Context: an optimization exercise on an open-source flow, tuned for small area. The choices shown serve that exercise and are no tape-out recipe.
No functional check of the RTL was part of this run.
Power is estimated from default activity; no workload was simulated.

[config.mk]
export PLATFORM = sky130hd
export DESIGN_NAME = pid_controller_param
export DESIGN_NICKNAME = pid_controller_param
export VERILOG_FILES = /design/flow/design.v
export SDC_FILE = /design/flow/constraint.sdc
export NUM_CORES = 4
export LEC_CHECK = 0
export ABC_AREA = 1
export CAP_MARGIN = 20
export CORE_MARGIN = 2
export CORE_UTILIZATION = 65
export CTS_BUF_LIST = sky130_fd_sc_hd__clkbuf_8
export SLEW_MARGIN = 20
export SYNTH_HIERARCHICAL = 1
[constraint.sdc]
create_clock -name core_clock -period 13.5 [get_ports {clk}]
set_input_delay 2.7000 -clock core_clock [delete_from_list [all_inputs] [get_ports {clk}]]
set_output_delay 2.7000 -clock core_clock [all_outputs]
set_load 0.01 [all_outputs]
[design.v]
package pid_pkg;
  localparam int DEF_DW   = 16;
  localparam int DEF_FRAC = 8;
  typedef enum logic [2:0] {
    ST_IDLE  = 3'd0,
    ST_ERR   = 3'd1,
    ST_MUL_P = 3'd2,
    ST_MUL_I = 3'd3,
    ST_MUL_D = 3'd4,
    ST_SUM   = 3'd5
  } state_t;
  typedef enum logic [1:0] {
    SAT_NONE = 2'b00,
    SAT_POS  = 2'b01,
    SAT_NEG  = 2'b10
  } sat_dir_t;
  function automatic logic [1:0] sat_dir(input logic sign_bit, input logic top_all_same);
    if (top_all_same) begin
      sat_dir = pid_pkg::SAT_NONE;
    end else if (sign_bit) begin
      sat_dir = pid_pkg::SAT_NEG;
    end else begin
      sat_dir = pid_pkg::SAT_POS;
    end
  endfunction
endpackage
module pid_sat #(
  parameter int IN_W  = 17,
  parameter int OUT_W = 16
) (
  input  logic signed [IN_W-1:0]  din,
  output logic signed [OUT_W-1:0] dout
);
  logic [IN_W-OUT_W:0] top;
  logic                top_same;
  always_comb begin
    top      = din[IN_W-1:OUT_W-1];
    top_same = (&top) | ~(|top);
    if (top_same) dout = din[OUT_W-1:0];
    else          dout = {din[IN_W-1], {(OUT_W-1){~din[IN_W-1]}}};
  end
endmodule
module pid_fa (
  input  logic a,
  input  logic b,
  input  logic c,
  output logic s,
  output logic co
);
  assign s  = a ^ b ^ c;
  assign co = (a & b) | (a & c) | (b & c);
endmodule
module pid_ha (
  input  logic a,
  input  logic b,
  output logic s,
  output logic co
);
  assign s  = a ^ b;
  assign co = a & b;
endmodule
module pid_controller_param #(
  parameter int DW   = pid_pkg::DEF_DW,
  parameter int FRAC = pid_pkg::DEF_FRAC,
  parameter int ACCW = 2*DW+4
) (
  input  logic                 clk,
  input  logic                 rst,
  input  logic                 en,
  input  logic                 clear,
  input  logic signed [DW-1:0] setpoint,
  input  logic signed [DW-1:0] feedback,
  input  logic signed [DW-1:0] kp,
  input  logic signed [DW-1:0] ki,
  input  logic signed [DW-1:0] kd,
  input  logic [ACCW-2:0]      int_limit,
  input  logic [15:0]          clk_times,
  output logic signed [DW-1:0] control_signal,
  output logic                 valid,
  output logic                 busy,
  output logic                 overrun
);
  logic [2:0]       st_q;
  logic [15:0]      cnt_q;
  logic [15:0]      e_q;       
  logic [15:0]      pe_q;      
  logic             pe_v;      
  logic [35:0]      acc_q;     
  logic             acc_c;     
  logic             acc_v;     
  logic [32:0]      t_q;       
  logic [15:0]      ctrl_q;
  logic             overrun_q;
  logic s_idle, s_p, s_i, s_d, s_sum, s_post, tick;
  assign s_idle = ~st_q[2] & ~st_q[0];             
  assign s_p    = st_q[1] & st_q[0] & ~st_q[2];
  assign s_i    = st_q[2] & st_q[0];
  assign s_d    = st_q[2] & st_q[1] & ~st_q[0];
  assign s_sum  = st_q[2] & ~st_q[1];
  assign s_post = st_q[1] & ~st_q[2] & ~st_q[0];
  logic [15:0] sub_a, sub_b, sub_sat;
  assign sub_a = s_i ? e_q  : setpoint;
  assign sub_b = s_i ? pe_q : feedback;
  pid_sub u_sub (.a(sub_a), .b(sub_b), .d(sub_sat));
  logic [15:0] cnt_inc;
  pid_inc u_inc (.a(cnt_q), .y(cnt_inc));
  assign tick = en && (cnt_q == clk_times);
  logic [127:0] pp;
  logic [7:0]   ppn, neg;
  pid_booth u_booth (.kp(kp), .ki(ki), .kd(kd), .sel_p(~s_i & ~s_d & ~s_sum), .sel_i(s_i),
                     .sel_d(s_d), .e(e_q), .pp(pp), .ppn(ppn), .neg(neg));
  logic        xen, yen, xc;
  logic [35:0] xa;
  logic [32:0] yt;
  assign xen = (s_i | s_sum) & acc_v;
  assign yen = s_d | s_sum;
  assign xa  = acc_q & {36{xen}};
  assign xc  = acc_c & xen;
  assign yt  = t_q & {33{yen}};
  logic [36:0] ra, rb, sum;
  logic        clamp, csgn;
  pid_tree u_tree (.pp(pp), .ppn(ppn), .neg(neg), .xa(xa), .xc(xc), .yt(yt), .ra(ra), .rb(rb));
  pid_cpa  u_cpa  (.a(ra), .b(rb), .s(sum));
  pid_cmp  u_cmp  (.s(sum), .lim(int_limit), .clamp(clamp));
  assign csgn = sum[36];
  logic [15:0] out_sat;
  pid_sat #(.IN_W(28), .OUT_W(16)) u_sat_out (.din(sum[35:8]), .dout(out_sat));
  always_ff @(posedge clk or posedge rst) begin
    if (rst) begin
      st_q      <= 3'b000;
      cnt_q     <= '0;
      pe_v      <= 1'b0;
      acc_v     <= 1'b0;
      ctrl_q    <= '0;
      overrun_q <= 1'b0;
    end else begin
      cnt_q     <= (!en || tick) ? 16'd0 : cnt_inc;
      overrun_q <= tick && !s_idle;
      if (s_idle) st_q <= {2'b00, tick};
      else if (s_sum) st_q <= 3'b010;
      else st_q <= {st_q[1:0], ~st_q[2]};
      if (s_i) pe_v <= 1'b1;
      else if (clear) pe_v <= 1'b0;
      if (clear) acc_v <= 1'b0;
      else if (s_i) acc_v <= 1'b1;
      if (s_sum) ctrl_q <= out_sat;
    end
  end
  always_ff @(posedge clk) begin
    if ((s_idle && tick) || (s_i && !clear && pe_v)) e_q <= sub_sat;
    if (s_i) pe_q <= e_q;
    if (s_i) begin
      if (clamp) begin
        acc_q <= {csgn, int_limit ^ {35{csgn}}};
        acc_c <= csgn;
      end else begin
        acc_q <= sum[35:0];
        acc_c <= 1'b0;
      end
    end
    if (s_p || s_d) t_q <= sum[32:0];
  end
  assign control_signal = ctrl_q;
  assign valid          = s_post;
  assign busy           = ~s_idle;
  assign overrun        = overrun_q;
endmodule
module pid_sub (
  input  logic [15:0] a,
  input  logic [15:0] b,
  output logic [15:0] d
);
  logic [16:0] r;
  logic [16:0] c;
  logic        c_unused;
  assign r[0] = a[0] ^ b[0];
  assign c[1] = a[0] | ~b[0];
  genvar k;
  generate
    for (k = 1; k < 16; k++) begin : g_bit
      pid_fa u_fa (.a(a[k]), .b(~b[k]), .c(c[k]), .s(r[k]), .co(c[k+1]));
    end
  endgenerate
  pid_fa u_top (.a(a[15]), .b(~b[15]), .c(c[16]), .s(r[16]), .co(c_unused));
  pid_sat #(.IN_W(17), .OUT_W(16)) u_sat (.din(r), .dout(d));
endmodule
module pid_inc (
  input  logic [15:0] a,
  output logic [15:0] y
);
  logic [16:0] c;
  assign y[0] = ~a[0];
  assign c[1] = a[0];
  genvar k;
  generate
    for (k = 1; k < 16; k++) begin : g_bit
      pid_ha u_ha (.a(a[k]), .b(c[k]), .s(y[k]), .co(c[k+1]));
    end
  endgenerate
endmodule
module pid_booth (
  input  logic [15:0]  kp,
  input  logic [15:0]  ki,
  input  logic [15:0]  kd,
  input  logic         sel_p,
  input  logic         sel_i,
  input  logic         sel_d,
  input  logic [15:0]  e,
  output logic [127:0] pp,
  output logic [7:0]   ppn,
  output logic [7:0]   neg
);
  logic [15:0] g;
  logic [16:0] ge;
  assign g  = (kp & {16{sel_p}}) | (ki & {16{sel_i}}) | (kd & {16{sel_d}});
  assign ge = {g, 1'b0};
  genvar i, j;
  generate
    for (i = 0; i < 8; i++) begin : g_row
      logic b2, b1, b0, one, two;
      assign b2 = e[2*i+1];
      assign b1 = e[2*i];
      if (i == 0) begin : g_lsb
        assign b0 = 1'b0;
      end else begin : g_mid
        assign b0 = e[2*i-1];
      end
      assign one    = b1 ^ b0;
      assign two    = (b2 & ~b1 & ~b0) | (~b2 & b1 & b0);
      assign neg[i] = b2;
      for (j = 0; j < 16; j++) begin : g_pp
        assign pp[16*i+j] = ((g[j] & one) | (ge[j] & two)) ^ b2;
      end
      assign ppn[i] = ~((g[15] & (one | two)) ^ b2);
    end
  endgenerate
endmodule
module pid_tree (
  input  logic [127:0] pp,
  input  logic [7:0]   ppn,
  input  logic [7:0]   neg,
  input  logic [35:0]  xa,
  input  logic         xc,
  input  logic [32:0]  yt,
  output logic [36:0]  ra,
  output logic [36:0]  rb
);
  logic s1, c2;
  pid_ha u_s1 (.a(neg[6]), .b(xa[12]), .s(s1), .co(c2));
  logic s3, c4;
  pid_ha u_s3 (.a(xa[13]), .b(yt[13]), .s(s3), .co(c4));
  logic s5, c6;
  pid_fa u_s5 (.a(neg[7]), .b(xa[14]), .c(yt[14]), .s(s5), .co(c6));
  logic s7, c8;
  pid_ha u_s7 (.a(pp[14]), .b(pp[28]), .s(s7), .co(c8));
  logic s9, c10;
  pid_fa u_s9 (.a(xa[15]), .b(yt[15]), .c(pp[15]), .s(s9), .co(c10));
  logic s11, c12;
  pid_ha u_s11 (.a(pp[29]), .b(pp[43]), .s(s11), .co(c12));
  logic s13, c14;
  assign s13 = ~(xa[16] ^ yt[16]);
  assign c14 = xa[16] | yt[16];
  logic s15, c16;
  pid_fa u_s15 (.a(ppn[0]), .b(pp[30]), .c(pp[44]), .s(s15), .co(c16));
  logic s17, c18;
  assign s17 = ~(xa[17] ^ yt[17]);
  assign c18 = xa[17] | yt[17];
  logic s19, c20;
  pid_ha u_s19 (.a(pp[31]), .b(pp[45]), .s(s19), .co(c20));
  logic s21, c22;
  pid_fa u_s21 (.a(xa[18]), .b(yt[18]), .c(ppn[1]), .s(s21), .co(c22));
  logic s23;
  assign s23 = ~xa[19];
  logic s24, c25;
  pid_ha u_s24 (.a(neg[3]), .b(xa[6]), .s(s24), .co(c25));
  logic s26, c27;
  pid_ha u_s26 (.a(xa[7]), .b(yt[7]), .s(s26), .co(c27));
  logic s28, c29;
  pid_fa u_s28 (.a(neg[4]), .b(xa[8]), .c(yt[8]), .s(s28), .co(c29));
  logic s30, c31;
  pid_ha u_s30 (.a(pp[8]), .b(pp[22]), .s(s30), .co(c31));
  logic s32, c33;
  pid_fa u_s32 (.a(xa[9]), .b(yt[9]), .c(pp[9]), .s(s32), .co(c33));
  logic s34, c35;
  pid_ha u_s34 (.a(pp[23]), .b(pp[37]), .s(s34), .co(c35));
  logic s36, c37;
  pid_fa u_s36 (.a(neg[5]), .b(xa[10]), .c(yt[10]), .s(s36), .co(c37));
  logic s38, c39;
  pid_fa u_s38 (.a(pp[10]), .b(pp[24]), .c(pp[38]), .s(s38), .co(c39));
  logic s40, c41;
  pid_ha u_s40 (.a(pp[52]), .b(pp[66]), .s(s40), .co(c41));
  logic s42, c43;
  pid_fa u_s42 (.a(xa[11]), .b(yt[11]), .c(pp[11]), .s(s42), .co(c43));
  logic s44, c45;
  pid_fa u_s44 (.a(pp[25]), .b(pp[39]), .c(pp[53]), .s(s44), .co(c45));
  logic s46, c47;
  pid_ha u_s46 (.a(pp[67]), .b(pp[81]), .s(s46), .co(c47));
  logic s48, c49;
  pid_fa u_s48 (.a(yt[12]), .b(s1), .c(pp[12]), .s(s48), .co(c49));
  logic s50, c51;
  pid_fa u_s50 (.a(pp[26]), .b(pp[40]), .c(pp[54]), .s(s50), .co(c51));
  logic s52, c53;
  pid_fa u_s52 (.a(pp[68]), .b(pp[82]), .c(pp[96]), .s(s52), .co(c53));
  logic s54, c55;
  pid_fa u_s54 (.a(c2), .b(s3), .c(pp[13]), .s(s54), .co(c55));
  logic s56, c57;
  pid_fa u_s56 (.a(pp[27]), .b(pp[41]), .c(pp[55]), .s(s56), .co(c57));
  logic s58, c59;
  pid_fa u_s58 (.a(pp[69]), .b(pp[83]), .c(pp[97]), .s(s58), .co(c59));
  logic s60, c61;
  pid_fa u_s60 (.a(c4), .b(s5), .c(pp[42]), .s(s60), .co(c61));
  logic s62, c63;
  pid_fa u_s62 (.a(pp[56]), .b(pp[70]), .c(pp[84]), .s(s62), .co(c63));
  logic s64, c65;
  pid_fa u_s64 (.a(pp[98]), .b(pp[112]), .c(s7), .s(s64), .co(c65));
  logic s66, c67;
  pid_fa u_s66 (.a(c6), .b(pp[57]), .c(pp[71]), .s(s66), .co(c67));
  logic s68, c69;
  pid_fa u_s68 (.a(pp[85]), .b(pp[99]), .c(pp[113]), .s(s68), .co(c69));
  logic s70, c71;
  pid_fa u_s70 (.a(c8), .b(s11), .c(s9), .s(s70), .co(c71));
  logic s72, c73;
  pid_fa u_s72 (.a(s13), .b(pp[58]), .c(pp[72]), .s(s72), .co(c73));
  logic s74, c75;
  pid_fa u_s74 (.a(pp[86]), .b(pp[100]), .c(pp[114]), .s(s74), .co(c75));
  logic s76, c77;
  pid_fa u_s76 (.a(c12), .b(c10), .c(s15), .s(s76), .co(c77));
  logic s78, c79;
  pid_fa u_s78 (.a(c14), .b(s17), .c(pp[59]), .s(s78), .co(c79));
  logic s80, c81;
  pid_fa u_s80 (.a(pp[73]), .b(pp[87]), .c(pp[101]), .s(s80), .co(c81));
  logic s82, c83;
  pid_fa u_s82 (.a(pp[115]), .b(s19), .c(c16), .s(s82), .co(c83));
  logic s84, c85;
  pid_fa u_s84 (.a(c18), .b(pp[46]), .c(pp[60]), .s(s84), .co(c85));
  logic s86, c87;
  pid_fa u_s86 (.a(pp[74]), .b(pp[88]), .c(pp[102]), .s(s86), .co(c87));
  logic s88, c89;
  pid_fa u_s88 (.a(pp[116]), .b(c20), .c(s21), .s(s88), .co(c89));
  logic s90, c91;
  pid_fa u_s90 (.a(yt[19]), .b(s23), .c(pp[47]), .s(s90), .co(c91));
  logic s92, c93;
  pid_fa u_s92 (.a(pp[61]), .b(pp[75]), .c(pp[89]), .s(s92), .co(c93));
  logic s94, c95;
  pid_fa u_s94 (.a(pp[103]), .b(pp[117]), .c(c22), .s(s94), .co(c95));
  logic s96, c97;
  pid_fa u_s96 (.a(xa[20]), .b(yt[20]), .c(xa[19]), .s(s96), .co(c97));
  logic s98, c99;
  pid_fa u_s98 (.a(ppn[2]), .b(pp[62]), .c(pp[76]), .s(s98), .co(c99));
  logic s100, c101;
  pid_fa u_s100 (.a(pp[90]), .b(pp[104]), .c(pp[118]), .s(s100), .co(c101));
  logic s102, c103;
  assign s102 = ~(xa[21] ^ yt[21]);
  assign c103 = xa[21] | yt[21];
  logic s104, c105;
  pid_fa u_s104 (.a(pp[63]), .b(pp[77]), .c(pp[91]), .s(s104), .co(c105));
  logic s106, c107;
  pid_ha u_s106 (.a(pp[105]), .b(pp[119]), .s(s106), .co(c107));
  logic s108, c109;
  pid_fa u_s108 (.a(xa[22]), .b(yt[22]), .c(ppn[3]), .s(s108), .co(c109));
  logic s110, c111;
  pid_fa u_s110 (.a(pp[78]), .b(pp[92]), .c(pp[106]), .s(s110), .co(c111));
  logic s112, c113;
  assign s112 = ~(xa[23] ^ yt[23]);
  assign c113 = xa[23] | yt[23];
  logic s114, c115;
  pid_ha u_s114 (.a(pp[79]), .b(pp[93]), .s(s114), .co(c115));
  logic s116, c117;
  pid_fa u_s116 (.a(xa[24]), .b(yt[24]), .c(ppn[4]), .s(s116), .co(c117));
  logic s118;
  assign s118 = ~xa[25];
  logic s119, c120;
  pid_ha u_s119 (.a(neg[0]), .b(xa[0]), .s(s119), .co(c120));
  logic s121, c122;
  pid_ha u_s121 (.a(neg[1]), .b(xa[2]), .s(s121), .co(c122));
  logic s123, c124;
  pid_ha u_s123 (.a(xa[3]), .b(yt[3]), .s(s123), .co(c124));
  logic s125, c126;
  pid_fa u_s125 (.a(neg[2]), .b(xa[4]), .c(yt[4]), .s(s125), .co(c126));
  logic s127, c128;
  pid_ha u_s127 (.a(pp[4]), .b(pp[18]), .s(s127), .co(c128));
  logic s129, c130;
  pid_fa u_s129 (.a(xa[5]), .b(yt[5]), .c(pp[5]), .s(s129), .co(c130));
  logic s131, c132;
  pid_ha u_s131 (.a(pp[19]), .b(pp[33]), .s(s131), .co(c132));
  logic s133, c134;
  pid_fa u_s133 (.a(yt[6]), .b(s24), .c(pp[6]), .s(s133), .co(c134));
  logic s135, c136;
  pid_fa u_s135 (.a(pp[20]), .b(pp[34]), .c(pp[48]), .s(s135), .co(c136));
  logic s137, c138;
  pid_fa u_s137 (.a(c25), .b(s26), .c(pp[7]), .s(s137), .co(c138));
  logic s139, c140;
  pid_fa u_s139 (.a(pp[21]), .b(pp[35]), .c(pp[49]), .s(s139), .co(c140));
  logic s141, c142;
  pid_fa u_s141 (.a(c27), .b(s28), .c(pp[36]), .s(s141), .co(c142));
  logic s143, c144;
  pid_fa u_s143 (.a(pp[50]), .b(pp[64]), .c(s30), .s(s143), .co(c144));
  logic s145, c146;
  pid_fa u_s145 (.a(c29), .b(pp[51]), .c(pp[65]), .s(s145), .co(c146));
  logic s147, c148;
  pid_fa u_s147 (.a(c31), .b(s34), .c(s32), .s(s147), .co(c148));
  logic s149, c150;
  pid_fa u_s149 (.a(s36), .b(pp[80]), .c(c35), .s(s149), .co(c150));
  logic s151, c152;
  pid_fa u_s151 (.a(s40), .b(c33), .c(s38), .s(s151), .co(c152));
  logic s153, c154;
  pid_fa u_s153 (.a(c37), .b(c41), .c(s46), .s(s153), .co(c154));
  logic s155, c156;
  pid_fa u_s155 (.a(c39), .b(s42), .c(s44), .s(s155), .co(c156));
  logic s157, c158;
  pid_fa u_s157 (.a(c47), .b(c43), .c(c45), .s(s157), .co(c158));
  logic s159, c160;
  pid_fa u_s159 (.a(s48), .b(s50), .c(s52), .s(s159), .co(c160));
  logic s161, c162;
  pid_fa u_s161 (.a(c49), .b(c51), .c(c53), .s(s161), .co(c162));
  logic s163, c164;
  pid_fa u_s163 (.a(s54), .b(s56), .c(s58), .s(s163), .co(c164));
  logic s165, c166;
  pid_fa u_s165 (.a(c55), .b(c57), .c(c59), .s(s165), .co(c166));
  logic s167, c168;
  pid_fa u_s167 (.a(s60), .b(s62), .c(s64), .s(s167), .co(c168));
  logic s169, c170;
  pid_fa u_s169 (.a(c61), .b(c63), .c(s66), .s(s169), .co(c170));
  logic s171, c172;
  pid_fa u_s171 (.a(s68), .b(c65), .c(s70), .s(s171), .co(c172));
  logic s173, c174;
  pid_fa u_s173 (.a(c67), .b(c69), .c(s72), .s(s173), .co(c174));
  logic s175, c176;
  pid_fa u_s175 (.a(s74), .b(c71), .c(s76), .s(s175), .co(c176));
  logic s177, c178;
  pid_fa u_s177 (.a(c73), .b(c75), .c(s78), .s(s177), .co(c178));
  logic s179, c180;
  pid_fa u_s179 (.a(s80), .b(c77), .c(s82), .s(s179), .co(c180));
  logic s181, c182;
  pid_fa u_s181 (.a(c79), .b(c81), .c(s84), .s(s181), .co(c182));
  logic s183, c184;
  pid_fa u_s183 (.a(s86), .b(c83), .c(s88), .s(s183), .co(c184));
  logic s185, c186;
  pid_fa u_s185 (.a(c85), .b(c87), .c(s90), .s(s185), .co(c186));
  logic s187, c188;
  pid_fa u_s187 (.a(s92), .b(c89), .c(s94), .s(s187), .co(c188));
  logic s189, c190;
  pid_fa u_s189 (.a(s96), .b(c91), .c(c93), .s(s189), .co(c190));
  logic s191, c192;
  pid_fa u_s191 (.a(s98), .b(s100), .c(c95), .s(s191), .co(c192));
  logic s193, c194;
  pid_fa u_s193 (.a(s102), .b(c97), .c(s106), .s(s193), .co(c194));
  logic s195, c196;
  pid_fa u_s195 (.a(c99), .b(c101), .c(s104), .s(s195), .co(c196));
  logic s197, c198;
  pid_fa u_s197 (.a(c103), .b(pp[120]), .c(c107), .s(s197), .co(c198));
  logic s199, c200;
  pid_fa u_s199 (.a(c105), .b(s108), .c(s110), .s(s199), .co(c200));
  logic s201, c202;
  pid_fa u_s201 (.a(s112), .b(pp[107]), .c(pp[121]), .s(s201), .co(c202));
  logic s203, c204;
  pid_fa u_s203 (.a(s114), .b(c109), .c(c111), .s(s203), .co(c204));
  logic s205, c206;
  pid_fa u_s205 (.a(c113), .b(pp[94]), .c(pp[108]), .s(s205), .co(c206));
  logic s207, c208;
  pid_fa u_s207 (.a(pp[122]), .b(c115), .c(s116), .s(s207), .co(c208));
  logic s209, c210;
  pid_fa u_s209 (.a(yt[25]), .b(s118), .c(pp[95]), .s(s209), .co(c210));
  logic s211, c212;
  pid_fa u_s211 (.a(pp[109]), .b(pp[123]), .c(c117), .s(s211), .co(c212));
  logic s213, c214;
  pid_fa u_s213 (.a(xa[26]), .b(yt[26]), .c(xa[25]), .s(s213), .co(c214));
  logic s215, c216;
  pid_fa u_s215 (.a(ppn[5]), .b(pp[110]), .c(pp[124]), .s(s215), .co(c216));
  logic s217, c218;
  assign s217 = ~(xa[27] ^ yt[27]);
  assign c218 = xa[27] | yt[27];
  logic s219, c220;
  pid_ha u_s219 (.a(pp[111]), .b(pp[125]), .s(s219), .co(c220));
  logic s221, c222;
  pid_fa u_s221 (.a(xa[28]), .b(yt[28]), .c(ppn[6]), .s(s221), .co(c222));
  logic s223;
  assign s223 = ~xa[29];
  logic s224, c225;
  pid_ha u_s224 (.a(xc), .b(yt[0]), .s(s224), .co(c225));
  logic s226, c227;
  pid_fa u_s226 (.a(xa[1]), .b(yt[1]), .c(c120), .s(s226), .co(c227));
  logic s228, c229;
  pid_fa u_s228 (.a(yt[2]), .b(s121), .c(pp[2]), .s(s228), .co(c229));
  logic s230, c231;
  pid_fa u_s230 (.a(c122), .b(s123), .c(pp[3]), .s(s230), .co(c231));
  logic s232, c233;
  pid_fa u_s232 (.a(c124), .b(s125), .c(pp[32]), .s(s232), .co(c233));
  logic s234, c235;
  pid_fa u_s234 (.a(c126), .b(c128), .c(s131), .s(s234), .co(c235));
  logic s236, c237;
  pid_fa u_s236 (.a(c132), .b(c130), .c(s133), .s(s236), .co(c237));
  logic s238, c239;
  pid_fa u_s238 (.a(c134), .b(c136), .c(s137), .s(s238), .co(c239));
  logic s240, c241;
  pid_fa u_s240 (.a(c138), .b(c140), .c(s141), .s(s240), .co(c241));
  logic s242, c243;
  pid_fa u_s242 (.a(c142), .b(s145), .c(c144), .s(s242), .co(c243));
  logic s244, c245;
  pid_fa u_s244 (.a(c146), .b(s149), .c(c148), .s(s244), .co(c245));
  logic s246, c247;
  pid_fa u_s246 (.a(c150), .b(s153), .c(c152), .s(s246), .co(c247));
  logic s248, c249;
  pid_fa u_s248 (.a(c154), .b(c156), .c(s157), .s(s248), .co(c249));
  logic s250, c251;
  pid_fa u_s250 (.a(c158), .b(c160), .c(s161), .s(s250), .co(c251));
  logic s252, c253;
  pid_fa u_s252 (.a(c162), .b(c164), .c(s165), .s(s252), .co(c253));
  logic s254, c255;
  pid_fa u_s254 (.a(c166), .b(s169), .c(c168), .s(s254), .co(c255));
  logic s256, c257;
  pid_fa u_s256 (.a(c170), .b(s173), .c(c172), .s(s256), .co(c257));
  logic s258, c259;
  pid_fa u_s258 (.a(c174), .b(s177), .c(c176), .s(s258), .co(c259));
  logic s260, c261;
  pid_fa u_s260 (.a(c178), .b(s181), .c(c180), .s(s260), .co(c261));
  logic s262, c263;
  pid_fa u_s262 (.a(c182), .b(s185), .c(c184), .s(s262), .co(c263));
  logic s264, c265;
  pid_fa u_s264 (.a(c186), .b(s189), .c(c188), .s(s264), .co(c265));
  logic s266, c267;
  pid_fa u_s266 (.a(s193), .b(c190), .c(s195), .s(s266), .co(c267));
  logic s268, c269;
  pid_fa u_s268 (.a(c194), .b(s197), .c(c196), .s(s268), .co(c269));
  logic s270, c271;
  pid_fa u_s270 (.a(s201), .b(c198), .c(c200), .s(s270), .co(c271));
  logic s272, c273;
  pid_fa u_s272 (.a(c202), .b(s205), .c(c204), .s(s272), .co(c273));
  logic s274, c275;
  pid_fa u_s274 (.a(c206), .b(s209), .c(c208), .s(s274), .co(c275));
  logic s276, c277;
  pid_fa u_s276 (.a(s213), .b(c210), .c(s215), .s(s276), .co(c277));
  logic s278, c279;
  pid_fa u_s278 (.a(s217), .b(c214), .c(s219), .s(s278), .co(c279));
  logic s280, c281;
  pid_fa u_s280 (.a(c218), .b(pp[126]), .c(c220), .s(s280), .co(c281));
  logic s282, c283;
  pid_fa u_s282 (.a(yt[29]), .b(s223), .c(pp[127]), .s(s282), .co(c283));
  logic s284, c285;
  pid_fa u_s284 (.a(xa[30]), .b(yt[30]), .c(xa[29]), .s(s284), .co(c285));
  logic s286;
  assign s286 = ~xa[31];
  logic s287, c288;
  pid_ha u_s287 (.a(s224), .b(s119), .s(s287), .co(c288));
  logic s289, c290;
  pid_fa u_s289 (.a(c225), .b(s226), .c(pp[1]), .s(s289), .co(c290));
  logic s291, c292;
  pid_fa u_s291 (.a(c227), .b(pp[16]), .c(s228), .s(s291), .co(c292));
  logic s293, c294;
  pid_fa u_s293 (.a(pp[17]), .b(c229), .c(s230), .s(s293), .co(c294));
  logic s295, c296;
  pid_fa u_s295 (.a(s127), .b(c231), .c(s232), .s(s295), .co(c296));
  logic s297, c298;
  pid_fa u_s297 (.a(c233), .b(s129), .c(s234), .s(s297), .co(c298));
  logic s299, c300;
  pid_fa u_s299 (.a(s135), .b(c235), .c(s236), .s(s299), .co(c300));
  logic s301, c302;
  pid_fa u_s301 (.a(s139), .b(c237), .c(s238), .s(s301), .co(c302));
  logic s303, c304;
  pid_fa u_s303 (.a(s143), .b(c239), .c(s240), .s(s303), .co(c304));
  logic s305, c306;
  pid_fa u_s305 (.a(c241), .b(s147), .c(s242), .s(s305), .co(c306));
  logic s307, c308;
  pid_fa u_s307 (.a(s151), .b(c243), .c(s244), .s(s307), .co(c308));
  logic s309, c310;
  pid_fa u_s309 (.a(s155), .b(c245), .c(s246), .s(s309), .co(c310));
  logic s311, c312;
  pid_fa u_s311 (.a(s159), .b(c247), .c(s248), .s(s311), .co(c312));
  logic s313, c314;
  pid_fa u_s313 (.a(s163), .b(c249), .c(s250), .s(s313), .co(c314));
  logic s315, c316;
  pid_fa u_s315 (.a(s167), .b(c251), .c(s252), .s(s315), .co(c316));
  logic s317, c318;
  pid_fa u_s317 (.a(c253), .b(s171), .c(s254), .s(s317), .co(c318));
  logic s319, c320;
  pid_fa u_s319 (.a(s175), .b(c255), .c(s256), .s(s319), .co(c320));
  logic s321, c322;
  pid_fa u_s321 (.a(s179), .b(c257), .c(s258), .s(s321), .co(c322));
  logic s323, c324;
  pid_fa u_s323 (.a(s183), .b(c259), .c(s260), .s(s323), .co(c324));
  logic s325, c326;
  pid_fa u_s325 (.a(s187), .b(c261), .c(s262), .s(s325), .co(c326));
  logic s327, c328;
  pid_fa u_s327 (.a(s191), .b(c263), .c(s264), .s(s327), .co(c328));
  logic s329, c330;
  pid_fa u_s329 (.a(c192), .b(s266), .c(c265), .s(s329), .co(c330));
  logic s331, c332;
  pid_fa u_s331 (.a(s199), .b(c267), .c(s268), .s(s331), .co(c332));
  logic s333, c334;
  pid_fa u_s333 (.a(s203), .b(c269), .c(s270), .s(s333), .co(c334));
  logic s335, c336;
  pid_fa u_s335 (.a(s207), .b(c271), .c(s272), .s(s335), .co(c336));
  logic s337, c338;
  pid_fa u_s337 (.a(s211), .b(c273), .c(s274), .s(s337), .co(c338));
  logic s339, c340;
  pid_fa u_s339 (.a(c212), .b(s276), .c(c275), .s(s339), .co(c340));
  logic s341, c342;
  pid_fa u_s341 (.a(c216), .b(s278), .c(c277), .s(s341), .co(c342));
  logic s343, c344;
  pid_fa u_s343 (.a(s221), .b(c279), .c(s280), .s(s343), .co(c344));
  logic s345, c346;
  pid_fa u_s345 (.a(c222), .b(s282), .c(c281), .s(s345), .co(c346));
  logic s347, c348;
  pid_fa u_s347 (.a(s284), .b(ppn[7]), .c(c283), .s(s347), .co(c348));
  logic s349, c350;
  pid_fa u_s349 (.a(yt[31]), .b(s286), .c(c285), .s(s349), .co(c350));
  logic s351, c352;
  pid_fa u_s351 (.a(xa[32]), .b(~yt[32]), .c(xa[31]), .s(s351), .co(c352));
  logic s353;
  assign s353 = ~xa[33];
  logic s354;
  assign s354 = ~xa[34];
  assign ra = {1'b1, ~xa[35], xa[33], s353, s351, s349, s347, c344, s343, s341, c338, c336, c334, c332, s331, c328, c326, c324, c322, c320, c318, c316, c314, c312, c310, c308, c306, c304, c302, c300, c298, c296, c294, c292, c290, c288, s287};
  assign rb = {1'b0, xa[34], s354, c352, c350, c348, c346, s345, c342, c340, s339, s337, s335, s333, c330, s329, s327, s325, s323, s321, s319, s317, s315, s313, s311, s309, s307, s305, s303, s301, s299, s297, s295, s293, s291, s289, pp[0]};
endmodule
module pid_cpa (
  input  logic [36:0] a,
  input  logic [36:0] b,
  output logic [36:0] s
);
  logic [36:0] p, g;
  logic rc355;
  pid_ha u_r0 (.a(a[0]), .b(b[0]), .s(s[0]), .co(rc355));
  logic rc356;
  pid_fa u_r1 (.a(a[1]), .b(b[1]), .c(rc355), .s(s[1]), .co(rc356));
  logic rc357;
  pid_fa u_r2 (.a(a[2]), .b(b[2]), .c(rc356), .s(s[2]), .co(rc357));
  logic rc358;
  pid_fa u_r3 (.a(a[3]), .b(b[3]), .c(rc357), .s(s[3]), .co(rc358));
  logic rc359;
  pid_fa u_r4 (.a(a[4]), .b(b[4]), .c(rc358), .s(s[4]), .co(rc359));
  logic rc360;
  pid_fa u_r5 (.a(a[5]), .b(b[5]), .c(rc359), .s(s[5]), .co(rc360));
  logic rc361;
  pid_fa u_r6 (.a(a[6]), .b(b[6]), .c(rc360), .s(s[6]), .co(rc361));
  logic rc362;
  pid_fa u_r7 (.a(a[7]), .b(b[7]), .c(rc361), .s(s[7]), .co(rc362));
  pid_ha u_pg8 (.a(a[8]), .b(b[8]), .s(p[8]), .co(g[8]));
  pid_ha u_pg9 (.a(a[9]), .b(b[9]), .s(p[9]), .co(g[9]));
  pid_ha u_pg10 (.a(a[10]), .b(b[10]), .s(p[10]), .co(g[10]));
  pid_ha u_pg11 (.a(a[11]), .b(b[11]), .s(p[11]), .co(g[11]));
  pid_ha u_pg12 (.a(a[12]), .b(b[12]), .s(p[12]), .co(g[12]));
  pid_ha u_pg13 (.a(a[13]), .b(b[13]), .s(p[13]), .co(g[13]));
  pid_ha u_pg14 (.a(a[14]), .b(b[14]), .s(p[14]), .co(g[14]));
  pid_ha u_pg15 (.a(a[15]), .b(b[15]), .s(p[15]), .co(g[15]));
  pid_ha u_pg16 (.a(a[16]), .b(b[16]), .s(p[16]), .co(g[16]));
  pid_ha u_pg17 (.a(a[17]), .b(b[17]), .s(p[17]), .co(g[17]));
  pid_ha u_pg18 (.a(a[18]), .b(b[18]), .s(p[18]), .co(g[18]));
  pid_ha u_pg19 (.a(a[19]), .b(b[19]), .s(p[19]), .co(g[19]));
  pid_ha u_pg20 (.a(a[20]), .b(b[20]), .s(p[20]), .co(g[20]));
  pid_ha u_pg21 (.a(a[21]), .b(b[21]), .s(p[21]), .co(g[21]));
  pid_ha u_pg22 (.a(a[22]), .b(b[22]), .s(p[22]), .co(g[22]));
  pid_ha u_pg23 (.a(a[23]), .b(b[23]), .s(p[23]), .co(g[23]));
  pid_ha u_pg24 (.a(a[24]), .b(b[24]), .s(p[24]), .co(g[24]));
  pid_ha u_pg25 (.a(a[25]), .b(b[25]), .s(p[25]), .co(g[25]));
  pid_ha u_pg26 (.a(a[26]), .b(b[26]), .s(p[26]), .co(g[26]));
  pid_ha u_pg27 (.a(a[27]), .b(b[27]), .s(p[27]), .co(g[27]));
  pid_ha u_pg28 (.a(a[28]), .b(b[28]), .s(p[28]), .co(g[28]));
  pid_ha u_pg29 (.a(a[29]), .b(b[29]), .s(p[29]), .co(g[29]));
  pid_ha u_pg30 (.a(a[30]), .b(b[30]), .s(p[30]), .co(g[30]));
  pid_ha u_pg31 (.a(a[31]), .b(b[31]), .s(p[31]), .co(g[31]));
  pid_ha u_pg32 (.a(a[32]), .b(b[32]), .s(p[32]), .co(g[32]));
  pid_ha u_pg33 (.a(a[33]), .b(b[33]), .s(p[33]), .co(g[33]));
  pid_ha u_pg34 (.a(a[34]), .b(b[34]), .s(p[34]), .co(g[34]));
  pid_ha u_pg35 (.a(a[35]), .b(b[35]), .s(p[35]), .co(g[35]));
  assign p[36] = a[36];
  assign g[36] = 1'b0;
  wire bg363 = g[8] | (p[8] & rc362);
  wire bp364 = p[8] & 1'b0;
  wire bg365 = g[10] | (p[10] & g[9]);
  wire bp366 = p[10] & p[9];
  wire bg367 = g[12] | (p[12] & g[11]);
  wire bp368 = p[12] & p[11];
  wire bg369 = g[14] | (p[14] & g[13]);
  wire bp370 = p[14] & p[13];
  wire bg371 = g[16] | (p[16] & g[15]);
  wire bp372 = p[16] & p[15];
  wire bg373 = g[18] | (p[18] & g[17]);
  wire bp374 = p[18] & p[17];
  wire bg375 = g[20] | (p[20] & g[19]);
  wire bp376 = p[20] & p[19];
  wire bg377 = g[22] | (p[22] & g[21]);
  wire bp378 = p[22] & p[21];
  wire bg379 = g[24] | (p[24] & g[23]);
  wire bp380 = p[24] & p[23];
  wire bg381 = g[26] | (p[26] & g[25]);
  wire bp382 = p[26] & p[25];
  wire bg383 = g[28] | (p[28] & g[27]);
  wire bp384 = p[28] & p[27];
  wire bg385 = g[30] | (p[30] & g[29]);
  wire bp386 = p[30] & p[29];
  wire bg387 = g[32] | (p[32] & g[31]);
  wire bp388 = p[32] & p[31];
  wire bg389 = g[34] | (p[34] & g[33]);
  wire bp390 = p[34] & p[33];
  wire bg391 = g[36] | (p[36] & g[35]);
  wire bp392 = p[36] & p[35];
  wire bg393 = bg365 | (bp366 & bg363);
  wire bp394 = bp366 & bp364;
  wire bg395 = bg369 | (bp370 & bg367);
  wire bp396 = bp370 & bp368;
  wire bg397 = bg373 | (bp374 & bg371);
  wire bp398 = bp374 & bp372;
  wire bg399 = bg377 | (bp378 & bg375);
  wire bp400 = bp378 & bp376;
  wire bg401 = bg381 | (bp382 & bg379);
  wire bp402 = bp382 & bp380;
  wire bg403 = bg385 | (bp386 & bg383);
  wire bp404 = bp386 & bp384;
  wire bg405 = bg389 | (bp390 & bg387);
  wire bp406 = bp390 & bp388;
  wire bg407 = bg395 | (bp396 & bg393);
  wire bp408 = bp396 & bp394;
  wire bg409 = bg399 | (bp400 & bg397);
  wire bp410 = bp400 & bp398;
  wire bg411 = bg403 | (bp404 & bg401);
  wire bp412 = bp404 & bp402;
  wire bg413 = bg409 | (bp410 & bg407);
  wire bp414 = bp410 & bp408;
  wire bg415 = bg411 | (bp412 & bg413);
  wire bp416 = bp412 & bp414;
  wire bg417 = bg397 | (bp398 & bg407);
  wire bp418 = bp398 & bp408;
  wire bg419 = bg401 | (bp402 & bg413);
  wire bp420 = bp402 & bp414;
  wire bg421 = bg405 | (bp406 & bg415);
  wire bp422 = bp406 & bp416;
  wire bg423 = bg367 | (bp368 & bg393);
  wire bp424 = bp368 & bp394;
  wire bg425 = bg371 | (bp372 & bg407);
  wire bp426 = bp372 & bp408;
  wire bg427 = bg375 | (bp376 & bg417);
  wire bp428 = bp376 & bp418;
  wire bg429 = bg379 | (bp380 & bg413);
  wire bp430 = bp380 & bp414;
  wire bg431 = bg383 | (bp384 & bg419);
  wire bp432 = bp384 & bp420;
  wire bg433 = bg387 | (bp388 & bg415);
  wire bp434 = bp388 & bp416;
  wire bg435 = bg391 | (bp392 & bg421);
  wire bp436 = bp392 & bp422;
  wire bg437 = g[9] | (p[9] & bg363);
  wire bp438 = p[9] & bp364;
  wire bg439 = g[11] | (p[11] & bg393);
  wire bp440 = p[11] & bp394;
  wire bg441 = g[13] | (p[13] & bg423);
  wire bp442 = p[13] & bp424;
  wire bg443 = g[15] | (p[15] & bg407);
  wire bp444 = p[15] & bp408;
  wire bg445 = g[17] | (p[17] & bg425);
  wire bp446 = p[17] & bp426;
  wire bg447 = g[19] | (p[19] & bg417);
  wire bp448 = p[19] & bp418;
  wire bg449 = g[21] | (p[21] & bg427);
  wire bp450 = p[21] & bp428;
  wire bg451 = g[23] | (p[23] & bg413);
  wire bp452 = p[23] & bp414;
  wire bg453 = g[25] | (p[25] & bg429);
  wire bp454 = p[25] & bp430;
  wire bg455 = g[27] | (p[27] & bg419);
  wire bp456 = p[27] & bp420;
  wire bg457 = g[29] | (p[29] & bg431);
  wire bp458 = p[29] & bp432;
  wire bg459 = g[31] | (p[31] & bg415);
  wire bp460 = p[31] & bp416;
  wire bg461 = g[33] | (p[33] & bg433);
  wire bp462 = p[33] & bp434;
  wire bg463 = g[35] | (p[35] & bg421);
  wire bp464 = p[35] & bp422;
  assign s[8] = p[8] ^ rc362;
  assign s[9] = p[9] ^ bg363;
  assign s[10] = p[10] ^ bg437;
  assign s[11] = p[11] ^ bg393;
  assign s[12] = p[12] ^ bg439;
  assign s[13] = p[13] ^ bg423;
  assign s[14] = p[14] ^ bg441;
  assign s[15] = p[15] ^ bg407;
  assign s[16] = p[16] ^ bg443;
  assign s[17] = p[17] ^ bg425;
  assign s[18] = p[18] ^ bg445;
  assign s[19] = p[19] ^ bg417;
  assign s[20] = p[20] ^ bg447;
  assign s[21] = p[21] ^ bg427;
  assign s[22] = p[22] ^ bg449;
  assign s[23] = p[23] ^ bg413;
  assign s[24] = p[24] ^ bg451;
  assign s[25] = p[25] ^ bg429;
  assign s[26] = p[26] ^ bg453;
  assign s[27] = p[27] ^ bg419;
  assign s[28] = p[28] ^ bg455;
  assign s[29] = p[29] ^ bg431;
  assign s[30] = p[30] ^ bg457;
  assign s[31] = p[31] ^ bg415;
  assign s[32] = p[32] ^ bg459;
  assign s[33] = p[33] ^ bg433;
  assign s[34] = p[34] ^ bg461;
  assign s[35] = p[35] ^ bg421;
  assign s[36] = p[36] ^ bg463;
endmodule
module pid_cmp (
  input  logic [36:0] s,
  input  logic [34:0] lim,
  output logic clamp
);
  logic [35:0] m;
  assign m = s[35:0] ^ {36{s[36]}};
  wire kg0 = m[0] & ~lim[0];
  wire kp0 = m[0] | ~lim[0];
  wire kg1 = m[1] & ~lim[1];
  wire kp1 = m[1] | ~lim[1];
  wire kg2 = m[2] & ~lim[2];
  wire kp2 = m[2] | ~lim[2];
  wire kg3 = m[3] & ~lim[3];
  wire kp3 = m[3] | ~lim[3];
  wire kg4 = m[4] & ~lim[4];
  wire kp4 = m[4] | ~lim[4];
  wire kg5 = m[5] & ~lim[5];
  wire kp5 = m[5] | ~lim[5];
  wire kg6 = m[6] & ~lim[6];
  wire kp6 = m[6] | ~lim[6];
  wire kg7 = m[7] & ~lim[7];
  wire kp7 = m[7] | ~lim[7];
  wire kg8 = m[8] & ~lim[8];
  wire kp8 = m[8] | ~lim[8];
  wire kg9 = m[9] & ~lim[9];
  wire kp9 = m[9] | ~lim[9];
  wire kg10 = m[10] & ~lim[10];
  wire kp10 = m[10] | ~lim[10];
  wire kg11 = m[11] & ~lim[11];
  wire kp11 = m[11] | ~lim[11];
  wire kg12 = m[12] & ~lim[12];
  wire kp12 = m[12] | ~lim[12];
  wire kg13 = m[13] & ~lim[13];
  wire kp13 = m[13] | ~lim[13];
  wire kg14 = m[14] & ~lim[14];
  wire kp14 = m[14] | ~lim[14];
  wire kg15 = m[15] & ~lim[15];
  wire kp15 = m[15] | ~lim[15];
  wire kg16 = m[16] & ~lim[16];
  wire kp16 = m[16] | ~lim[16];
  wire kg17 = m[17] & ~lim[17];
  wire kp17 = m[17] | ~lim[17];
  wire kg18 = m[18] & ~lim[18];
  wire kp18 = m[18] | ~lim[18];
  wire kg19 = m[19] & ~lim[19];
  wire kp19 = m[19] | ~lim[19];
  wire kg20 = m[20] & ~lim[20];
  wire kp20 = m[20] | ~lim[20];
  wire kg21 = m[21] & ~lim[21];
  wire kp21 = m[21] | ~lim[21];
  wire kg22 = m[22] & ~lim[22];
  wire kp22 = m[22] | ~lim[22];
  wire kg23 = m[23] & ~lim[23];
  wire kp23 = m[23] | ~lim[23];
  wire kg24 = m[24] & ~lim[24];
  wire kp24 = m[24] | ~lim[24];
  wire kg25 = m[25] & ~lim[25];
  wire kp25 = m[25] | ~lim[25];
  wire kg26 = m[26] & ~lim[26];
  wire kp26 = m[26] | ~lim[26];
  wire kg27 = m[27] & ~lim[27];
  wire kp27 = m[27] | ~lim[27];
  wire kg28 = m[28] & ~lim[28];
  wire kp28 = m[28] | ~lim[28];
  wire kg29 = m[29] & ~lim[29];
  wire kp29 = m[29] | ~lim[29];
  wire kg30 = m[30] & ~lim[30];
  wire kp30 = m[30] | ~lim[30];
  wire kg31 = m[31] & ~lim[31];
  wire kp31 = m[31] | ~lim[31];
  wire kg32 = m[32] & ~lim[32];
  wire kp32 = m[32] | ~lim[32];
  wire kg33 = m[33] & ~lim[33];
  wire kp33 = m[33] | ~lim[33];
  wire kg34 = m[34] & ~lim[34];
  wire kp34 = m[34] | ~lim[34];
  wire kg465 = kg0 | (kp0 & s[36]);
  wire kp466 = kp0 & 1'b1;
  wire kg467 = kg2 | (kp2 & kg1);
  wire kp468 = kp2 & kp1;
  wire kg469 = kg4 | (kp4 & kg3);
  wire kp470 = kp4 & kp3;
  wire kg471 = kg6 | (kp6 & kg5);
  wire kp472 = kp6 & kp5;
  wire kg473 = kg8 | (kp8 & kg7);
  wire kp474 = kp8 & kp7;
  wire kg475 = kg10 | (kp10 & kg9);
  wire kp476 = kp10 & kp9;
  wire kg477 = kg12 | (kp12 & kg11);
  wire kp478 = kp12 & kp11;
  wire kg479 = kg14 | (kp14 & kg13);
  wire kp480 = kp14 & kp13;
  wire kg481 = kg16 | (kp16 & kg15);
  wire kp482 = kp16 & kp15;
  wire kg483 = kg18 | (kp18 & kg17);
  wire kp484 = kp18 & kp17;
  wire kg485 = kg20 | (kp20 & kg19);
  wire kp486 = kp20 & kp19;
  wire kg487 = kg22 | (kp22 & kg21);
  wire kp488 = kp22 & kp21;
  wire kg489 = kg24 | (kp24 & kg23);
  wire kp490 = kp24 & kp23;
  wire kg491 = kg26 | (kp26 & kg25);
  wire kp492 = kp26 & kp25;
  wire kg493 = kg28 | (kp28 & kg27);
  wire kp494 = kp28 & kp27;
  wire kg495 = kg30 | (kp30 & kg29);
  wire kp496 = kp30 & kp29;
  wire kg497 = kg32 | (kp32 & kg31);
  wire kp498 = kp32 & kp31;
  wire kg499 = kg34 | (kp34 & kg33);
  wire kp500 = kp34 & kp33;
  wire kg501 = kg467 | (kp468 & kg465);
  wire kp502 = kp468 & kp466;
  wire kg503 = kg471 | (kp472 & kg469);
  wire kp504 = kp472 & kp470;
  wire kg505 = kg475 | (kp476 & kg473);
  wire kp506 = kp476 & kp474;
  wire kg507 = kg479 | (kp480 & kg477);
  wire kp508 = kp480 & kp478;
  wire kg509 = kg483 | (kp484 & kg481);
  wire kp510 = kp484 & kp482;
  wire kg511 = kg487 | (kp488 & kg485);
  wire kp512 = kp488 & kp486;
  wire kg513 = kg491 | (kp492 & kg489);
  wire kp514 = kp492 & kp490;
  wire kg515 = kg495 | (kp496 & kg493);
  wire kp516 = kp496 & kp494;
  wire kg517 = kg499 | (kp500 & kg497);
  wire kp518 = kp500 & kp498;
  wire kg519 = kg503 | (kp504 & kg501);
  wire kp520 = kp504 & kp502;
  wire kg521 = kg507 | (kp508 & kg505);
  wire kp522 = kp508 & kp506;
  wire kg523 = kg511 | (kp512 & kg509);
  wire kp524 = kp512 & kp510;
  wire kg525 = kg515 | (kp516 & kg513);
  wire kp526 = kp516 & kp514;
  wire kg527 = m[35] | (1'b1 & kg517);
  wire kp528 = 1'b1 & kp518;
  wire kg529 = kg521 | (kp522 & kg519);
  wire kp530 = kp522 & kp520;
  wire kg531 = kg525 | (kp526 & kg523);
  wire kp532 = kp526 & kp524;
  wire kg533 = kg531 | (kp532 & kg529);
  wire kp534 = kp532 & kp530;
  wire kg535 = kg527 | (kp528 & kg533);
  wire kp536 = kp528 & kp534;
  assign clamp = kg535;
endmodule
[flow/run.sh]
#!/bin/bash
# Standard synthesis; then the combinational logic re-mapped for area by ABC
# (registers, full/half adder cells and tie cells kept exactly as synthesized).
# Re-mapping is tried with 1 to 3 passes; each result gets a quick pre-layout
# timing estimate, and the smallest one whose estimate is within the margin is
# kept (the fastest if none is). Then the standard layout, with the smallest
# buffer on the ports. Each tool logs to a file of its own here.
set -euo pipefail
export BUFFER_PORTS_ARGS="-buffer_cell sky130_fd_sc_hd__buf_1"
bash standard.sh synth > log_synth.log 2>&1
R=orfs/results/$FLOW_PLATFORM/pid_controller_param/base
P=$FLOW_HOME/platforms/$FLOW_PLATFORM
LIB=$P/lib/sky130_fd_sc_hd__tt_025C_1v80.lib
cp $R/1_2_yosys.v std_netlist.v
KEEP=$(grep -oE "sky130_fd_sc_hd__(df|edf|sdf|dl|fa_|ha_|conb)[a-z0-9_]*" std_netlist.v | sort -u | tr '\n' ' ')
MARGIN=-0.5
: > remap_choice.txt
for n in 1 2 3; do
  : > remap_$n.abc
  for i in $(seq 1 $n); do cat flow/remap.abc >> remap_$n.abc; done
  sed -e "s|@LIB@|$LIB|g" -e "s|@KEEP@|$KEEP|" -e "s|@TOP@|$FLOW_TOP|g" \
      -e "s|flow/remap.abc|remap_$n.abc|" -e "s|remap_stat.txt|remap_stat_$n.txt|" \
      -e "s|remap_netlist.v|remap_netlist_$n.v|" -e "s|remap_pre.txt|remap_pre_$n.txt|" \
      flow/remap.ys.in > remap_$n.ys
  yosys -l log_remap_$n.log -s remap_$n.ys > /dev/null
  a=$(awk '/Chip area for module/ {print $NF}' remap_stat_$n.txt | tail -1)
  PSTA_TLEF=$P/lef/sky130_fd_sc_hd.tlef PSTA_LEF=$P/lef/sky130_fd_sc_hd_merged.lef PSTA_LIB=$LIB \
  PSTA_NETLIST=remap_netlist_$n.v PSTA_TOP=$FLOW_TOP PSTA_SDC=$FLOW_SDC \
    openroad -no_init -exit flow/psta.tcl > log_psta_$n.log 2>&1 || true
  s=$(awk '/^BENCHPSTA/ {print $2}' log_psta_$n.log | tail -1)
  [[ -n "$s" ]] || s=-1000
  echo "$n $a $s" >> remap_choice.txt
done
best=$(awk -v m=$MARGIN '
  { if ($3 >= m && (ba == "" || $2 < ba)) { ba = $2; bn = $1 }
    if (fs == "" || $3 > fs) { fs = $3; fn = $1 } }
  END { print (bn != "" ? bn : fn) }' remap_choice.txt)
echo "chosen $best" >> remap_choice.txt
cp remap_netlist_$best.v $R/1_2_yosys.v
rm -f $R/1_synth.odb $R/1_synth.sdc
bash standard.sh > log_flow.log 2>&1
[flow/psta.tcl]
read_lef $::env(PSTA_TLEF)
read_lef $::env(PSTA_LEF)
read_liberty $::env(PSTA_LIB)
read_verilog $::env(PSTA_NETLIST)
link_design $::env(PSTA_TOP)
read_sdc $::env(PSTA_SDC)
buffer_ports -buffer_cell sky130_fd_sc_hd__buf_1
repair_design
puts "BENCHPSTA [sta::worst_slack -max]"
[flow/remap.abc]
&get -n
&st
&dch
&nf -R 1000
&put
[flow/remap.ys.in]
# Re-map the combinational logic of the standard synthesis netlist for area.
# Registers, full/half adders and tie cells are kept as blackboxes, untouched.
read_liberty -ignore_miss_func -ignore_miss_dir @LIB@
read_verilog std_netlist.v
hierarchy -top @TOP@
blackbox @KEEP@
flatten
hierarchy -top @TOP@
opt_clean -purge
tee -o remap_pre.txt stat
abc -liberty @LIB@ -script flow/remap.abc -dont_use sky130_fd_sc_hd__lpflow_bleeder_1 -dont_use sky130_fd_sc_hd__lpflow_clkbufkapwr_1 -dont_use sky130_fd_sc_hd__lpflow_clkbufkapwr_16 -dont_use sky130_fd_sc_hd__lpflow_clkbufkapwr_2 -dont_use sky130_fd_sc_hd__lpflow_clkbufkapwr_4 -dont_use sky130_fd_sc_hd__lpflow_clkbufkapwr_8 -dont_use sky130_fd_sc_hd__lpflow_clkinvkapwr_1 -dont_use sky130_fd_sc_hd__lpflow_clkinvkapwr_16 -dont_use sky130_fd_sc_hd__lpflow_clkinvkapwr_2 -dont_use sky130_fd_sc_hd__lpflow_clkinvkapwr_4 -dont_use sky130_fd_sc_hd__lpflow_clkinvkapwr_8 -dont_use sky130_fd_sc_hd__lpflow_decapkapwr_12 -dont_use sky130_fd_sc_hd__lpflow_decapkapwr_3 -dont_use sky130_fd_sc_hd__lpflow_decapkapwr_4 -dont_use sky130_fd_sc_hd__lpflow_decapkapwr_6 -dont_use sky130_fd_sc_hd__lpflow_decapkapwr_8 -dont_use sky130_fd_sc_hd__lpflow_inputiso0n_1 -dont_use sky130_fd_sc_hd__lpflow_inputiso0p_1 -dont_use sky130_fd_sc_hd__lpflow_inputiso1n_1 -dont_use sky130_fd_sc_hd__lpflow_inputiso1p_1 -dont_use sky130_fd_sc_hd__lpflow_inputisolatch_1 -dont_use sky130_fd_sc_hd__lpflow_isobufsrc_1 -dont_use sky130_fd_sc_hd__lpflow_isobufsrc_16 -dont_use sky130_fd_sc_hd__lpflow_isobufsrc_2 -dont_use sky130_fd_sc_hd__lpflow_isobufsrc_4 -dont_use sky130_fd_sc_hd__lpflow_isobufsrc_8 -dont_use sky130_fd_sc_hd__lpflow_isobufsrckapwr_16 -dont_use sky130_fd_sc_hd__lpflow_lsbuf_lh_hl_isowell_tap_1 -dont_use sky130_fd_sc_hd__lpflow_lsbuf_lh_hl_isowell_tap_2 -dont_use sky130_fd_sc_hd__lpflow_lsbuf_lh_hl_isowell_tap_4 -dont_use sky130_fd_sc_hd__lpflow_lsbuf_lh_isowell_4 -dont_use sky130_fd_sc_hd__lpflow_lsbuf_lh_isowell_tap_1 -dont_use sky130_fd_sc_hd__lpflow_lsbuf_lh_isowell_tap_2 -dont_use sky130_fd_sc_hd__lpflow_lsbuf_lh_isowell_tap_4 -dont_use sky130_fd_sc_hd__probe_p_8 -dont_use sky130_fd_sc_hd__probec_p_8 
opt_clean -purge
hilomap -singleton -hicell sky130_fd_sc_hd__conb_1 HI -locell sky130_fd_sc_hd__conb_1 LO
rename -hide w:*.*
opt_clean -purge
tee -o remap_stat.txt stat -liberty @LIB@
write_verilog -noattr -nohex -nodec remap_netlist.v
[standard.sh]
#!/bin/bash
# synth_recipe.tcl (not shown) runs the flow's synth.tcl, then flattens the netlist and writes it again
# the make line also repeats each setting of config.mk as NAME=value (left out here)
make -C /OpenROAD-flow-scripts/flow DESIGN_CONFIG=/design/flow/config.mk WORK_HOME=/design/flow/orfs CLKGATE_MAP_FILE= SYNTH_SCRIPT=/design/flow/synth_recipe.tcl "${@:-finish}"
==> flow_summary.ini <==
[drt]
via_per_inst = 6.22
via_count = 11700
detail_route.wl_per_cell_um = 21.1
drc = 0
dr.pass1.iters = 6
drt_iter0_drc = 945
wirelength_mm = 39.5
ant_nets = 0

[timing]
setup_viol = 0
finalHoldViolations = 0
tns_ps = 0
max-slew-margin-rel = 0.238
hold-worst-slack_ps = 495
fin_crit_ps = 12700
fin_crit_sh = 0.941
fmax_mhz = 78.7
maxSlewViolCount = 0
worst_slew_pin_slew_ps = 1140
skew_ps = 15.0

[global_routing]
grtUsageTotal = 0.352
gr-total-overflow = 0
grt_start_max_net_pins = 72
grt_pass1_vias = 12500
grt_antenna_before_repair = 0
grt_pass1_wl_mm = 64.4

[cts]
tritoncts = built
cts.sinks = 140
clock_path_buffers = 2
cts_inserted_buffers = 17
clkTransAtPathRegs_ps = 100
cts_root_buf = clkbuf_8
clk_latency_ps = 470
htree_num_levels = 4

[floorplanning]
initial_core_util = 0.662
die-area_mm2 = 0.0235
die_h_um = 153
rows = 54
ios = 154
core_mm2 = 0.0219
die_x_um = 153

[setup_path]
cp_slowest_cell = nor4_1
path_class = in2reg
reg2reg_depth = 52
r2r_end = acc_q[6]$_DFFE_PP_
r2r_slack_ps = 1400
r2r_start = st_q[2]$_DFF_PP0_
cp-start-kind = input port
slowest_delay_ps = 520
cp_max_fo = 71
worstPathArrival_ps = 12890
endpoint_kind = register
endpoint = acc_q[6]$_DFFE_PP_
startpoint = kp[1]
crit_top_cell = nand2_1
cp.required_ps = 13690

[placed_design]
dp_cells = 1839
globalplace.congestion = 0.895
dpl_cell_area_mm2 = 0.0159
numPortBuffers = 153
hpwl_mm = 28.9

[synth]
yosysWarnings = 9
synthCells = 1356
netlist_area_mm2 = 0.0145
synth_nets = 1750
synth.avg_cell_area_um2 = 10.7

[power_and_ir_drop]
clkPwrFrac = 0.172
switching_share = 0.429
seqPwrFrac = 0.268
power_density_mw_per_mm2 = 127
switchingPower_uw = 894
power.internal_uw = 1190
combinationalPowerShare = 0.560
ir_drop_v = 0.000130
p_leak_uw = 0.00636

[finish]
final_area_mm2 = 0.0164
synthToLayoutAreaGrowth_pct = 12.8
drive_gt1_frac = 0.0620
nets = 1979
finalNonFillerCells = 1878
diodes = 0

[run_status]
status = no timing/DRC/antenna violations

[run]
cap_violations = 0

[hold_path]
hp-class = reg2reg
==> power groups by stage <==
stage | sequential [uW] | clock (uW) | combinational [uW]
after floorplan | 579 | 0 | 816
after global placement | 567 | 0 | 1100
after detailed placement | 567 | 0 | 1130
after CTS | 558 | 363 | 1140
after global routing | 563 | 379 | 1300
final | 559 | 358 | 1170
==> registers in the layout, indices dropped and copies added (netlist names) <==
| register | flops |
|---|---|
| st_q | 3 |
| acc_c | 1 |
| acc_v | 1 |
| acc_q | 36 |
| overrun_q | 1 |
| t_q | 33 |
| ctrl_q | 16 |
| e_q | 16 |
| cnt_q | 16 |
| pe_q | 16 |
| pe_v | 1 |
==> critical path: cells and delay by family <==
kind | cells | cell delay, ps
compound gates | 13 | 2540
xor+xnor | 2 | 430
fa+ha+maj | 10 | 3720
buf+inv | 4 | 760
simple gates | 21 | 2650
==> worst min path at each step <==
stage,startpoint,end,slack [ps],depth (start not counted)
finish,cnt_q[0]$_DFF_PP0_,cnt_q[0]$_DFF_PP0_,500,1
floorplan,pe_v$_DFFE_PP0P_,pe_v$_DFFE_PP0P_,450,2
detailed placement,cnt_q[0]$_DFF_PP0_,cnt_q[0]$_DFF_PP0_,490,1
global route,cnt_q[0]$_DFF_PP0_,cnt_q[0]$_DFF_PP0_,530,1
CTS,cnt_q[0]$_DFF_PP0_,cnt_q[0]$_DFF_PP0_,500,1
global placement,pe_v$_DFFE_PP0P_,pe_v$_DFFE_PP0P_,470,2
==> placed cells by master (no fill, tap or decap), drive strengths merged, types with 38 or more instances in the layout <==
master and instances:
fa 171, nand2 188, buf 209, dfrtp 38, xnor2 198, o21ai 79, a22oi 123, clkinv 46
edfxtp 102, nor2 51, a21oi 42, ha 88, and2 54
==> per-stage QoR <==
stage | power, uW | util | setup slack (ps)
floorplan | 1390 | - | 36.0
global placement | 1660 | 0.725 | 327
detailed placement | 1700 | 0.725 | 54.7
CTS | 2060 | 0.743 | 508
global route | 2250 | 0.747 | -89.9
finish | 2080 | 0.747 | 800
==> layer usage <==
layer | vias to the layer above | GRT usage | share of wire
li1 | 5276 | - | -
met1 | 5708 | 0.436 | 0.37
met2 | 566 | 0.589 | 0.50
met3 | 136 | 0.0663 | 0.080
met4 | 0 | 0.186 | 0.054
met5 | - | 0 | 0
==> layout make-up <==
| cell class | instances | area, um^2 |
|---|---|---|
| Clock buffer | 18 | 248 |
| Timing Repair Buffer | 209 | 1020 |
| Fill cell | 1621 | 5530 |
| Sequential cell | 140 | 4010 |
| Inverter | 42 | 159 |
| Clock inverter | 14 | 146 |
| Multi-Input combinational cell | 1175 | 10400 |
| Tap cell | 280 | 350 |
==> repair_timing <==
action	in CTS	in global routing
gates resized for setup	0	7
hold buffers	0	0
setup buffers	0	7
endpoints found under the setup margin	0	36

## re-timing with driven ports
No port has a modelled driver above. Below, the same layout with a new extraction and two added sets of constraints.
Step 1 assumes that a clkbuf_16 drives the clock port and a buf_2 every other input.
Step 2 moves the port delays by t, midway between the first and last clock arrival at a register: inputs arrive t later, outputs are due t later. That takes back most of the time a late clock gives input paths.
Three values: ideal ports, drivers, drivers and shift; two values: the first two.
shift t [ns]: 0.504
setup WS [ns]: 0.800 / 0.822 / 0.318
hold slack, ns: 0.495 / 0.495 / 0.495
After both steps this run still meets setup and hold. For this run, drivers alone change the setup slack by +0.022 ns; drivers and shift together by -0.482 ns.
